Context: an optimization exercise on an open-source flow, tuned for small area, a short achievable clock period and few clock cycles per item. The choices shown serve that exercise and are no tape-out recipe. In this exercise RTL edits were held to simulation tests only and were not proved equivalent to the original. No activity file was given, so power comes from the tool's default toggle rates.

## flow/config.mk

```make
export PLATFORM = sky130hd
export DESIGN_NAME = cursor_line_editor_top
export DESIGN_NICKNAME = cursor_line_editor_top
export VERILOG_FILES = /design/flow/design.v
export SDC_FILE = /design/flow/constraint.sdc
export NUM_CORES = 4
export LEC_CHECK = 0
export ABC_CLOCK_PERIOD_IN_PS = 3000
export CAP_MARGIN = 10
export CORE_MARGIN = 2
export CORE_UTILIZATION = 40
export PLACE_DENSITY = 0.6
export SETUP_SLACK_MARGIN = 1.6
export SLEW_MARGIN = 10
export TNS_END_PERCENT = 5
```

## flow/constraint.sdc

```tcl
create_clock -name core_clock -period 4.5 [get_ports {clk}]
set_input_delay 0.9000 -clock core_clock [delete_from_list [all_inputs] [get_ports {clk}]]
set_output_delay 0.9000 -clock core_clock [all_outputs]
set_load 0.01 [all_outputs]
```

## flow/design.v

```verilog
package cle_pkg;
	typedef struct packed {
		logic       func;
		logic [7:0] key_code;
	} in_word_t;
	typedef struct packed {
		logic [7:0] char_out;
		logic       char_valid;
		logic       last;
		logic [7:0] cursor_char;
		logic       overflow;
	} out_word_t;
	localparam logic FUNC_KEY  = 1'b0;
	localparam logic FUNC_READ = 1'b1;
	localparam logic [7:0] KEY_LEFT  = 8'h3C;  
	localparam logic [7:0] KEY_RIGHT = 8'h3E;  
	localparam logic [7:0] KEY_DEL   = 8'h23;  
	localparam logic [7:0] KEY_BKSP  = 8'h40;  
	localparam logic [7:0] KEY_HOME  = 8'h5E;  
	localparam logic [7:0] KEY_END   = 8'h24;  
	localparam logic [7:0] AT_END_CH = 8'h30;  
endpackage
module cursor_line_editor_top #(
	parameter int LINE_CAPACITY = 64
) (
	input  logic        clk,
	input  logic        arst_n,
	input  logic        req_valid,
	output logic        req_stall,
	input  logic [8:0]  req_word,
	output logic        rsp_valid,
	input  logic        rsp_stall,
	output logic [18:0] rsp_word
);
	localparam int N  = LINE_CAPACITY;
	localparam int AW = $clog2(N);
	localparam int LW = $clog2(N + 1);
	localparam int DW = LW + 1;
	logic          hv_q;
	logic [7:0]    hkey_q;
	logic          h_read_q, h_left_q, h_right_q, h_del_q, h_bksp_q, h_home_q, h_end_q, h_ins_q;
	logic [7:0]    cells [N];
	logic [LW-1:0] len_q;
	logic [LW-1:0] cur_q;
	logic          ovf_q;
	logic          at_end_q;    
	logic          at_zero_q;   
	logic          busy_q;      
	logic          first_q;     
	logic [AW-1:0] rd_q;        
	logic [7:0]    rdh_q;       
	logic [7:0]    rdl_q;       
	logic [LW-1:0] rem_q;       
	logic [DW-1:0] dif_q;       
	logic          lt_rd_q;     
	logic          le_rd_q;     
	logic          rsp_valid_q;
	logic [18:0]   rsp_q;
	logic full;
	assign full = len_q[LW-1];
	logic m_ins, m_del, m_bk, streaming, ok, ek, er, fire;
	assign m_ins     = h_ins_q && !full;
	assign m_del     = h_del_q && !at_end_q;
	assign m_bk      = h_bksp_q && !at_zero_q;
	assign streaming = busy_q && !first_q;
	assign ok        = (h_ins_q && (full || lt_rd_q)) ||
	                   (h_del_q && (at_end_q || lt_rd_q)) ||
	                   (h_bksp_q && (at_zero_q || le_rd_q)) ||
	                   h_left_q || h_right_q || h_home_q || h_end_q;
	assign ek        = hv_q && !h_read_q && (!busy_q || (streaming && ok));
	assign er        = hv_q && h_read_q && !busy_q;
	assign fire      = ek || er;
	logic [N:0] ge;
	always_comb begin
		for (int i = 0; i <= N; i++) ge[i] = (LW'(i) >= cur_q);
	end
	logic [N-1:0] p_l, p_k, p_r, s_l, s_k, s_r, s_h;
	always_comb begin
		for (int i = 0; i < N; i++) begin
			p_l[i] = m_ins && (i > 0) && ge[i > 0 ? i - 1 : 0];
			p_k[i] = m_ins && ge[i] && ((i == 0) || !ge[i > 0 ? i - 1 : 0]);
			p_r[i] = (m_del && ge[i]) || (m_bk && ge[i + 1]);
			s_l[i] = ek && p_l[i];
			s_k[i] = ek && p_k[i];
			s_r[i] = ek && p_r[i];
			s_h[i] = !ek || !(p_l[i] || p_k[i] || p_r[i]);
		end
	end
	always_ff @(posedge clk) begin
		for (int i = 0; i < N; i++) begin
			cells[i] <= ({8{s_l[i]}} & cells[i > 0 ? i - 1 : 0]) |
			            ({8{s_k[i]}} & hkey_q) |
			            ({8{s_r[i]}} & cells[i < N - 1 ? i + 1 : N - 1]) |
			            ({8{s_h[i]}} & cells[i]);
		end
	end
	logic mv_l, mv_r;
	assign mv_l = ek && h_left_q && !at_zero_q;
	assign mv_r = ek && h_right_q && !at_end_q;
	logic [LW-1:0] cur_m1, cur_p1, len_m1, len_p1, cur_n, len_n;
	logic          c_dn, c_up, c_end, c_keep, l_dn, l_up, l_keep;
	assign cur_m1 = cur_q - LW'(1);
	assign cur_p1 = cur_q + LW'(1);
	assign len_m1 = len_q - LW'(1);
	assign len_p1 = len_q + LW'(1);
	assign c_dn   = mv_l || (ek && m_bk);
	assign c_up   = mv_r || (ek && m_ins);
	assign c_end  = ek && h_end_q;
	assign c_keep = !(c_dn || c_up || c_end || (ek && h_home_q));
	assign l_dn   = ek && (m_del || m_bk);
	assign l_up   = ek && m_ins;
	assign l_keep = !(l_dn || l_up);
	assign cur_n  = ({LW{c_dn}} & cur_m1) | ({LW{c_up}} & cur_p1) | ({LW{c_end}} & len_q) |
	                ({LW{c_keep}} & cur_q);
	assign len_n  = ({LW{l_dn}} & len_m1) | ({LW{l_up}} & len_p1) | ({LW{l_keep}} & len_q);
	logic act, first, out_free, load, last, empty;
	logic [7:0] rdata, ch;
	assign out_free = !rsp_valid_q || !rsp_stall;
	assign act      = busy_q || er;
	assign first    = er || first_q;
	assign empty    = (len_q == '0);
	always_comb begin
		rdata = '0;
		for (int i = 0; i < N; i++)
			rdata = rdata | ({8{rdh_q[i / 8] && rdl_q[i % 8]}} & cells[i]);
	end
	assign ch       = first ? cells[0] : rdata;
	assign load     = act && out_free;
	assign last     = busy_q ? (rem_q == LW'(1)) : (len_q <= LW'(1));
	logic shift_up, shift_dn;
	assign shift_up = ek && m_ins;
	assign shift_dn = ek && (m_del || m_bk);
	logic busy_n, first_n, stream_n;
	assign busy_n   = act && !(load && last);
	assign first_n  = act && first && !load;
	assign stream_n = busy_n && !first_n;
	logic [AW-1:0] rd_n, rd_m1, rd_p1, rd_p2, rd_s0, rd_s1;
	logic [LW-1:0] rem_m1;
	assign rd_m1  = rd_q - AW'(1);
	assign rd_p1  = rd_q + AW'(1);
	assign rd_p2  = rd_q + AW'(2);
	assign rem_m1 = rem_q - LW'(1);
	logic r_cur, r_one, r_gen, r_0, r_m1, r_p1, r_p2, sh_none;
	assign sh_none = !shift_up && !shift_dn;
	assign r_cur   = !stream_n;
	assign r_one   = stream_n && first;
	assign r_gen   = stream_n && !first;
	assign r_0     = r_gen && ((load && shift_dn) || (!load && sh_none));
	assign r_p1    = r_gen && ((load && sh_none) || (!load && shift_up));
	assign r_p2    = r_gen && load && shift_up;
	assign r_m1    = r_gen && !load && shift_dn;
	assign rd_n    = ({AW{r_cur}} & cur_n[AW-1:0]) | ({AW{r_one}} & AW'(1)) | ({AW{r_0}} & rd_q) |
	                 ({AW{r_p1}} & rd_p1) | ({AW{r_p2}} & rd_p2) | ({AW{r_m1}} & rd_m1);
	logic b_m1, b_p1;
	assign b_m1 = (ek && m_del) || mv_r;
	assign b_p1 = mv_l;
	logic [DW-1:0] dif, dif_m1, dif_p1, dif_p2, dif_first, dif_home0, dif_home1, dif_end0,
	               dif_end1, dif_n;
	assign dif       = dif_q;
	assign dif_m1    = dif - DW'(1);
	assign dif_p1    = dif + DW'(1);
	assign dif_p2    = dif + DW'(2);
	assign dif_first = DW'(1) - {1'b0, cur_q};
	assign dif_home0 = {2'b0, rd_q};
	assign dif_home1 = {2'b0, rd_p1};
	assign dif_end0  = {2'b0, rd_q} - {1'b0, len_q};
	assign dif_end1  = {2'b0, rd_p1} - {1'b0, len_q};
	logic g_m2, g_m1, g_0, g_1, g_2;    
	assign g_m2 = !dif[DW-1] || (dif[DW-1:1] == '1);
	assign g_m1 = !dif[DW-1] || (dif == '1);
	assign g_0  = !dif[DW-1];
	assign g_1  = !dif[DW-1] && (dif[DW-2:0] != '0);
	assign g_2  = !dif[DW-1] && (dif[DW-2:1] != '0);
	logic lt_rd_n, le_rd_n, at_end_n, at_zero_n;
	logic a_is1, cur_is1, cur_le1, len_is0, rd_nz;
	assign a_is1   = (len_q == cur_q + LW'(1));
	assign cur_is1 = (cur_q == LW'(1));
	assign cur_le1 = (cur_q <= LW'(1));
	assign len_is0 = (len_q == '0);
	assign rd_nz   = (rd_q != '0);
	logic d_home, d_end, d_gen, d_0, d_m1, d_p1, d_p2, b_0;
	assign b_0    = !b_m1 && !b_p1;
	assign d_home = !first && ek && h_home_q;
	assign d_end  = !first && ek && h_end_q;
	assign d_gen  = !first && !(ek && (h_home_q || h_end_q));
	assign d_0    = d_gen && ((load && b_m1) || (!load && b_0));
	assign d_p1   = d_gen && ((load && b_0) || (!load && b_p1));
	assign d_p2   = d_gen && load && b_p1;
	assign d_m1   = d_gen && !load && b_m1;
	assign dif_n  = ({DW{first}} & dif_first) |
	                ({DW{d_home && !load}} & dif_home0) | ({DW{d_home && load}} & dif_home1) |
	                ({DW{d_end && !load}} & dif_end0) | ({DW{d_end && load}} & dif_end1) |
	                ({DW{d_0}} & dif) | ({DW{d_m1}} & dif_m1) | ({DW{d_p1}} & dif_p1) |
	                ({DW{d_p2}} & dif_p2);
	always_comb begin
		if (load) begin
			lt_rd_n = b_m1 ? g_1 : b_p1 ? g_m1 : g_0;
			le_rd_n = b_m1 ? g_0 : b_p1 ? g_m2 : g_m1;
		end else begin
			lt_rd_n = b_m1 ? g_2 : b_p1 ? g_0 : g_1;
			le_rd_n = b_m1 ? g_1 : b_p1 ? g_m1 : g_0;
		end
		if (ek && h_home_q) begin
			lt_rd_n = rd_nz || load;
			le_rd_n = 1'b1;
		end
		if (ek && h_end_q) begin
			lt_rd_n = 1'b0;
			le_rd_n = 1'b0;
		end
		if (first) begin
			lt_rd_n = at_zero_q;
			le_rd_n = cur_le1;
		end
		at_end_n  = at_end_q;
		at_zero_n = at_zero_q;
		if (ek) begin
			if (h_home_q) begin at_end_n = len_is0; at_zero_n = 1'b1; end
			if (h_end_q) begin at_end_n = 1'b1; at_zero_n = len_is0; end
			if (mv_l) begin at_end_n = 1'b0; at_zero_n = cur_is1; end
			if (mv_r) begin at_end_n = a_is1; at_zero_n = 1'b0; end
			if (m_del) at_end_n = a_is1;
			if (m_bk) at_zero_n = cur_is1;
			if (m_ins) at_zero_n = 1'b0;
		end
	end
	logic       take_in;
	logic [8:0] hw_n;
	assign req_stall = hv_q && !fire;
	assign take_in   = req_valid && !req_stall;
	assign hw_n      = req_word;
	assign rsp_valid = rsp_valid_q;
	assign rsp_word  = rsp_q;
	always_ff @(posedge clk or negedge arst_n) begin
		if (!arst_n) begin
			hv_q        <= 1'b0;
			len_q       <= '0;
			cur_q       <= '0;
			ovf_q       <= 1'b0;
			at_end_q    <= 1'b1;
			at_zero_q   <= 1'b1;
			busy_q      <= 1'b0;
			first_q     <= 1'b0;
			rd_q        <= '0;
			rdh_q       <= 8'd1;
			rdl_q       <= 8'd1;
			rem_q       <= '0;
			dif_q       <= '0;
			lt_rd_q     <= 1'b0;
			le_rd_q     <= 1'b1;
			rsp_valid_q <= 1'b0;
		end else begin
			if (take_in) hv_q <= 1'b1;
			else if (fire) hv_q <= 1'b0;
			if (load) rsp_valid_q <= 1'b1;
			else if (!rsp_stall) rsp_valid_q <= 1'b0;
			busy_q  <= busy_n;
			first_q <= first_n;
			rd_q    <= rd_n;
			rdh_q   <= 8'd1 << rd_n[5:3];
			rdl_q   <= 8'd1 << rd_n[2:0];
			if (act) rem_q <= ({LW{busy_q && load}} & rem_m1) | ({LW{busy_q && !load}} & rem_q) |
			                  ({LW{!busy_q && load}} & len_m1) |
			                  ({LW{!busy_q && !load}} & (empty ? LW'(1) : len_q));
			if (load && first) ovf_q <= 1'b0;
			if (ek && h_ins_q && full) ovf_q <= 1'b1;
			cur_q     <= cur_n;
			len_q     <= len_n;
			at_end_q  <= at_end_n;
			at_zero_q <= at_zero_n;
			dif_q     <= dif_n;
			lt_rd_q   <= lt_rd_n;
			le_rd_q   <= le_rd_n;
		end
	end
	always_ff @(posedge clk) begin
		if (take_in) begin
			hkey_q    <= hw_n[7:0];
			h_read_q  <= hw_n[8];
			h_left_q  <= !hw_n[8] && (hw_n[7:0] == cle_pkg::KEY_LEFT);
			h_right_q <= !hw_n[8] && (hw_n[7:0] == cle_pkg::KEY_RIGHT);
			h_del_q   <= !hw_n[8] && (hw_n[7:0] == cle_pkg::KEY_DEL);
			h_bksp_q  <= !hw_n[8] && (hw_n[7:0] == cle_pkg::KEY_BKSP);
			h_home_q  <= !hw_n[8] && (hw_n[7:0] == cle_pkg::KEY_HOME);
			h_end_q   <= !hw_n[8] && (hw_n[7:0] == cle_pkg::KEY_END);
			h_ins_q   <= !hw_n[8] &&
			             !((hw_n[7:0] == cle_pkg::KEY_LEFT) || (hw_n[7:0] == cle_pkg::KEY_RIGHT) ||
			               (hw_n[7:0] == cle_pkg::KEY_DEL) || (hw_n[7:0] == cle_pkg::KEY_BKSP) ||
			               (hw_n[7:0] == cle_pkg::KEY_HOME) || (hw_n[7:0] == cle_pkg::KEY_END));
		end
		if (load) begin
			rsp_q[18:11] <= empty ? 8'h00 : ch;
			rsp_q[10]    <= !empty;
			rsp_q[9]     <= last;
			if (first) begin
				rsp_q[8:1] <= at_end_q ? cle_pkg::AT_END_CH : rdata;
				rsp_q[0]   <= ovf_q;
			end
		end
	end
endmodule
```

## flow/run.sh

```bash
#!/bin/bash
# synth_recipe.tcl (not shown) runs the flow's synth.tcl, then flattens the netlist and writes it again
# the make line also repeats each setting of config.mk as NAME=value (left out here)
make -C /OpenROAD-flow-scripts/flow DESIGN_CONFIG=/design/flow/config.mk WORK_HOME=/design/flow/orfs CLKGATE_MAP_FILE= SYNTH_SCRIPT=/design/flow/synth_recipe.tcl finish
```

==> results.json <==
{
  "final-instance-count-excl-fill": 5154,
  "seq_area_um2": 12800,
  "synth_cells": 3985,
  "drt_iter0_markers": 8371,
  "p_comb_share_pct": 40.3,
  "critPathArrivalTime_ns": 3.57,
  "drv_cap": 0,
  "synth-edff-count": 35,
  "num_io_pins": 34,
  "vdd_ir_drop_max_mv": 0.426,
  "maxSlewViolCount": 0,
  "cp-end-kind": "register",
  "syn_area_um2": 33600,
  "synth-async-reset-ratio_pct": 9.88,
  "worstPathMaxFanout": 19,
  "cts_tree": "yes",
  "hold_buffers": 0,
  "cp.required_ns": 4.87,
  "die_area_um2": 86400,
  "clock_skew_ns": 0.0340,
  "grt_antenna_before_repair": 17,
  "root_buffer": "clkbuf_16",
  "grt_util_met1_pct": 53.5,
  "cts_made_buffers": 73,
  "path_buf_inv": 1,
  "fmax_mhz": 313,
  "drcViolationCount": 0,
  "setup-tns-final_ns": 0,
  "switching_share_pct": 49.8,
  "h-tree-depth": 3,
  "powerDensity_nw_per_um2": 780,
  "critPathSlowestCell": "nor4_1",
  "yosys_most_used_dff": "dfxtp_1",
  "cp_top_family": "simple AND/OR/NAND/NOR gates",
  "fillers": 7965,
  "p_sw_mw": 15.4,
  "vias_per_cell": 7.41,
  "fin_crit_sh_pct": 71.1,
  "grt_pass1_vias": 34000,
  "drive_above_1_share_pct": 16.0,
  "dp.cells": 4937,
  "busiest_layer": "met2",
  "grt_pass1_wl_mm": 260,
  "areaGrowthSynthToFinish_pct": 18.2,
  "min_path_type": "in -> async",
  "worst_pin_slew_ns": 1.32,
  "io_buffers": 33,
  "wl_per_cell_um": 35.8,
  "path_class": "reg -> reg",
  "synth_area_per_cell_um2": 8.43,
  "rsz0062_at_grt": "true",
  "clock-sinks": 607,
  "synth-seq-area-share_pct": 38.1,
  "cts_max_path_buffers": 3,
  "finalCriticalPeriod_ns": 3.20,
  "use_met3_pct": 13.6,
  "path_cells": "nand3_1, nand4_1, nor4_1, nand2_1, nor4_2, buf_4, a211oi_1",
  "synth_seq_cells": 607,
  "synthesis.nets": 4039,
  "first_pass_iters": 14,
  "seqPwrFrac_pct": 40.3,
  "grt_usage_pct": 41.3,
  "multi_input_comb_area_um2": 20700,
  "relSlewSlack_pct": 11.8,
  "detail-route-antenna-nets": 0,
  "outcome": "timing/DRC/antenna clean",
  "wl_mm": 185,
  "cp-start-kind": "register",
  "path_clk_slew_ns": 0.07,
  "start_util_pct": 40.3,
  "final_nets": 4066,
  "hold_viol_final": 0,
  "die_height_um": 294,
  "grt_overflow": 0,
  "grt_use_met2_pct": 58.2,
  "critPathMaxStageDelay_ns": 0.71,
  "core_region_area_um2": 83400,
  "ys.warnings.count": 2,
  "setup_viol": 0,
  "internal_power_mw": 15.6,
  "die-width_um": 294,
  "leakage_nw": 14.9,
  "routabilityCongestion": 1.13,
  "yosysUniqueCellTypes": 93,
  "rows": 106,
  "vias": 38200,
  "clkLatencyLatePin_ns": 0.65,
  "dp_hpwl_mm": 135,
  "grt_max_degree": 65,
  "clock_power_share_pct": 19.5,
  "hold_ws_ns": 0.341
}
-- final cells by class --
type	instances	share of cell area (%)
antenna	7	0.0441
tap	1080	3.40
multi-input combinational	3017	52.0
inverter	62	0.614
timing repair buffer	251	5.59
sequential	607	32.4
clock inverter	24	0.558
clock buffer	106	5.43
-- placed cells by master (no fill, tap or decap), types with 22 or more instances in the layout --
cell and count:
nand2_1 729, dfxtp_1 512, a222oi_1 345, nand3_1 265, buf_4 193, a22oi_1 155, a22o_1 141, nor2_1 133
a221o_1 124, a21oi_1 115, o21ai_0 112, clkbuf_16 77, o211ai_1 57, inv_1 49, o21ai_1 49, nand4_1 43
o22ai_1 40, nor2_2 38, dfrtp_1 37, ha_1 36, edfxtp_1 35, nor3_1 31, clkdlybuf4s50_1 31, nand2b_1 26
and3_1 25, a32oi_1 25, nor3_4 24, and2_1 23, a221oi_1 22, nor3_2 22, xnor2_1 22
-- logic make-up after synthesis --
family | after synthesis | synth area share, %
and+or+nand+nor | 1504 | 20.6
AOI/OAI and AO/OA | 1423 | 34.1
DFF | 607 | 38.1
buffers and inverters | 364 | 4.40
adders and majority gates | 41 | 1.57
xor gates and xnor gates | 38 | 0.990
muxes | 8 | 0.238
-- registers in the layout (all words and copies together), names as in the netlist, 6 cells and up --
name	flops
cells	512
cur_q	7
dif_q	8
hkey_q	8
len_q	7
rd_q	6
rdh_q	8
rdl_q	8
rem_q	7
rsp_q	19
-- stage by stage --
| stage | cell area, um2 | power, mW | util [%] | worst slack (ns) |
|---|---|---|---|---|
| final | 39700 | 31.0 | 47.6 | 1.30 |
| after global routing | 39700 | 31.7 | 47.6 | 1.40 |
| after CTS | 38500 | 29.3 | 46.1 | 1.44 |
| after detailed placement | 35200 | 22.9 | 42.2 | 0.695 |
| after global placement | 35200 | 22.9 | 42.2 | 0.640 |
| after floorplan | 33600 | 16.7 | - | 1.61 |
-- worst register-to-register path, delay by kind of cell (launching register included) --
kind | cells | cell delay, ns
AND/OR/NAND/NOR | 5 | 1.99
buffers and inverters | 1 | 0.19
flip-flops | 1 | 0.69
AO/OA/AOI/OAI | 1 | 0.07
-- power groups by stage --
stage	clock [mW]	combinational, mW	sequential, mW
after global routing	6.24	13.1	12.4
final	6.04	12.5	12.5
after CTS	6.03	11.2	12.0
after detailed placement	0	10.8	12.1
after global placement	0	10.7	12.2
after floorplan	0	7.43	9.26
-- what timing repair did --
item,in CTS,in global routing
buffers inserted,33,43
resized for setup,137,186
gates cloned,1,3
pin swaps,9,24
endpoints found under the setup margin,565,549
-- Yosys cell counts, drive strengths merged (55+ instances only) --
cell / number / area, um2
nand2: 745 / 2800
dfxtp: 512 / 10200
a222oi: 345 / 3450
nand3: 270 / 1360
clkbuf: 210 / 788
nor2: 188 / 733
o21ai: 184 / 951
a22oi: 161 / 1220
a22o: 143 / 1250
a21oi: 134 / 678
a221o: 125 / 1250
buf: 92 / 457
nor3: 77 / 554
o22ai: 63 / 432
o211ai: 60 / 465
dfrtp: 55 / 1380
inv: 55 / 206
-- worst paths after layout --
kind                               from            to  slack [ns]  depth (start not counted)
setup reg to reg               rdl_q[5]     rsp_q[11]        1.30                          7
hold reg to reg            cells[45][0]  cells[45][0]        0.49                          2
setup / recovery               rdl_q[5]     rsp_q[11]        1.30                          7
max in group asynchronous        arst_n      rdl_q[1]        3.15                          2
hold / removal                   arst_n         ovf_q        0.34                          1
min in group core_clock    cells[45][0]  cells[45][0]        0.49                          2
-- routing by layer --
layer	part of all wire (%)	vias up
met5	0.033	-
met2	40	3163
li1	-	15900
met3	15	738
met1	37	18400
met4	8.1	10
Testbench counts, summed over its fixed seeds: cycles 46,842, items 12,000.

-- port drivers added, routing unchanged --
No port has a modelled driver above. Below, the same layout with a new extraction and two added sets of constraints.
Step 1 assumes that a clkbuf_16 drives the clock port and a buf_2 every other input.
Step 2 also shifts input and output timing later by t, the mid clock arrival at the registers, as if the neighbouring blocks saw the same clock.
Three values: ideal ports, drivers, drivers and shift; two values: the first two.
t (ns): 0.703
setup slack, ns: 1.301 / 1.301 / 1.079
latest minus earliest clock arrival (ns): 0.040 / 0.039
After both steps setup and hold are still met in this run. For this run, drivers alone change the setup slack by 0.000 ns; drivers and shift together by -0.222 ns.
